Background: an optimization exercise with open tools, aiming at small area. Do not read the settings as production practice.
Function was checked by simulation only, so behaviour that the tests miss may differ from the original.

Design synth_unit, start of the top module:
module synth_unit (
    input  logic clk_i,
    input  logic rst_n_i,
    input  logic reg_write_i,
    input  logic [11:0] reg_write_addr_i,
    input  logic [31:0] reg_write_data_i,
    input  logic [3:0] reg_write_strobe_i,
    input  logic reg_read_i,
    input  logic [11:0] reg_read_addr_i,
    output logic [31:0] read_data_o,
    output logic [15:0] sample_o,
    output logic sample_valid_o,
    input  logic sample_ready_i
);
    localparam int NUM_VOICES = 4;
    localparam int FIFO_DEPTH = 8;
    logic [NUM_VOICES-1:0] cfg_enable;
    logic [2*NUM_VOICES-1:0] cfg_wave_sel;
    logic [32*NUM_VOICES-1:0] cfg_increment;
    logic [16*NUM_VOICES-1:0] cfg_gain;
    logic [NUM_VOICES-1:0] voice_start;
    logic [31:0] duty;
    logic run;
    logic [15:0] gen_sample;
    logic gen_valid, gen_ready;
    unit_registers #(.NUM_VOICES(NUM_VOICES)) u_regs (
        .clk_i           ( clk_i              ),
        .rst_n_i         ( rst_n_i            ),
        .write_i         ( reg_write_i        ),
        .write_addr_i    ( reg_write_addr_i   ),
        .write_data_i    ( reg_write_data_i   ),
        .write_strobe_i  ( reg_write_strobe_i ),
        .read_i          ( reg_read_i         ),
        .read_addr_i     ( reg_read_addr_i    ),
        .read_data_o     ( read_data_o        ),
        .cfg_enable_o    ( cfg_enable         ),
        .cfg_wave_sel_o  ( cfg_wave_sel       ),
        .cfg_increment_o ( cfg_increment      ),
        .cfg_gain_o      ( cfg_gain           ),
        .voice_start_o   ( voice_start        ),
        .duty_o          ( duty               ),
        .run_o           ( run                )
    );
    voice_generator #(.NUM_VOICES(NUM_VOICES)) u_gen (
        .clk_i (clk_i), .rst_n_i (rst_n_i),
        .cfg_enable_i (cfg_enable), .cfg_wave_sel_i (cfg_wave_sel),
        .cfg_increment_i (cfg_increment), .cfg_gain_i (cfg_gain),
        .voice_start_i (voice_start), .duty_i (duty), .run_i (run),
        .sample_o (gen_sample), .sample_valid_o (gen_valid), .sample_ready_i (gen_ready)
    );
    sample_fifo #(.WIDTH(16), .FIFO_DEPTH(FIFO_DEPTH)) u_fifo (
  ...
Size in the first run: roughly 540 flip-flops, about 110 I/O pins.
==> flow/config.mk <==
export PLATFORM = sky130hd
export DESIGN_NAME = synth_unit
export DESIGN_NICKNAME = synth_unit
export VERILOG_FILES = /design/flow/design.v
export SDC_FILE = /design/flow/constraint.sdc
export NUM_CORES = 4
export LEC_CHECK = 0
export ABC_AREA = 1
export CAP_MARGIN = 5
export CORE_MARGIN = 2
export CORE_UTILIZATION = 60
export CTS_CLUSTER_DIAMETER = 130
export CTS_CLUSTER_SIZE = 24
export PLACE_DENSITY = 0.75
export SLEW_MARGIN = 5
==> flow/constraint.sdc <==
create_clock -name core_clock -period 13.0 [get_ports {clk_i}]
set_input_delay 2.6000 -clock core_clock [delete_from_list [all_inputs] [get_ports {clk_i}]]
set_output_delay 2.6000 -clock core_clock [all_outputs]
set_load 0.01 [all_outputs]
standard.sh (not shown) runs the stock make flow with config.mk's settings and CLKGATE_MAP_FILE= SYNTH_SCRIPT=/design/flow/synth_recipe.tcl, a recipe that flattens the netlist after the stock synthesis.
==> flow/flow/run.sh <==
#!/bin/bash
# Own layout flow: the standard flow (standard.sh) with these changes:
# - synthesis: Yosys's synth runs with -noabc, so its quick generic ABC pass
#   does not restructure the RTL's full-adder trees before extract_fa maps them
#   to adder cells; and the final ABC mapping uses ABC's area-oriented mapper
#   (amap) in place of map. Registers, names and flattening are the standard
#   flow's.
# - placement buffers every input and output port with the smallest buffer,
#   sky130_fd_sc_hd__buf_1, instead of the one buffer_ports picks itself.
# Everything else (floorplan, power grid, taps, CTS, routing) is standard.
# make's full output goes to flow_synth.log and flow_make.log here; ORFS's
# per-step logs stay under orfs/logs.
set -euo pipefail
work=$(pwd)
sed 's/yosys synth -nofsm -noshare /yosys synth -nofsm -noshare -noabc /' synth_recipe.tcl > flow_synth.tcl
grep -q -- '-noabc' flow_synth.tcl
sed 's#synth_recipe\.tcl#flow_synth.tcl#g' standard.sh > flow_standard.sh
grep -q 'flow_synth\.tcl' flow_standard.sh
# ORFS's scripts with the area ABC script changed; only synthesis reads it.
rm -rf flow_scripts
cp -r "$FLOW_HOME/scripts" flow_scripts
printf 'strash\ndch\namap\ntopo\nstime -c\nbuffer -c\nupsize -c\ndnsize -c\n' > flow_scripts/abc_area.script
bash flow_standard.sh "SCRIPTS_DIR=$work/flow_scripts" synth > flow_synth.log 2>&1
grep -q 'flow_scripts/abc_area.script' orfs/logs/*/synth_unit/base/1_2_yosys.log
bash flow_standard.sh "BUFFER_PORTS_ARGS=-buffer_cell sky130_fd_sc_hd__buf_1" finish > flow_make.log 2>&1
test -s out/final.def
Change:
CORE_UTILIZATION = 40   (was 60)
PLACE_DENSITY = 0.6   (was 0.75)
=> Setup slack improved by 0.13 ns. Clock skew increases by 0.027 ns. Synthesized area does not change. Global-route usage came out lower by 13 points. Non-clock buffer count grows by 1. Fmax is higher slightly. Cell area is higher slightly. Routed wire length grows by a few percent.

## afterwards: timing with drivers on the ports
In the flow no input, the clock included, has a driving cell. The finished layouts below were timed again as built, in two steps.
Step 1 sets driving cells, clkbuf_16 on the clock port and buf_2 on the other inputs (assumed; they add their load-dependent delay and slew).
Step 2, shift: input delay + t, output delay - t, t = (earliest + latest rising clock arrival at the registers) / 2. This alone moves slack from input paths to output paths.
a / b / c = ideal ports / drivers / drivers and shift; a / b = the first two.
| run | shift t [ns] | slack for setup (ns) | worst setup path after step 2 |
|---|---|---|---|
| the first run | 0.655 | 0.764 / 0.764 / 0.764 | register to register |
| the second run | 0.702 | 0.895 / 0.895 / 0.895 | register to register |
After both steps setup and hold are still met in every run listed.
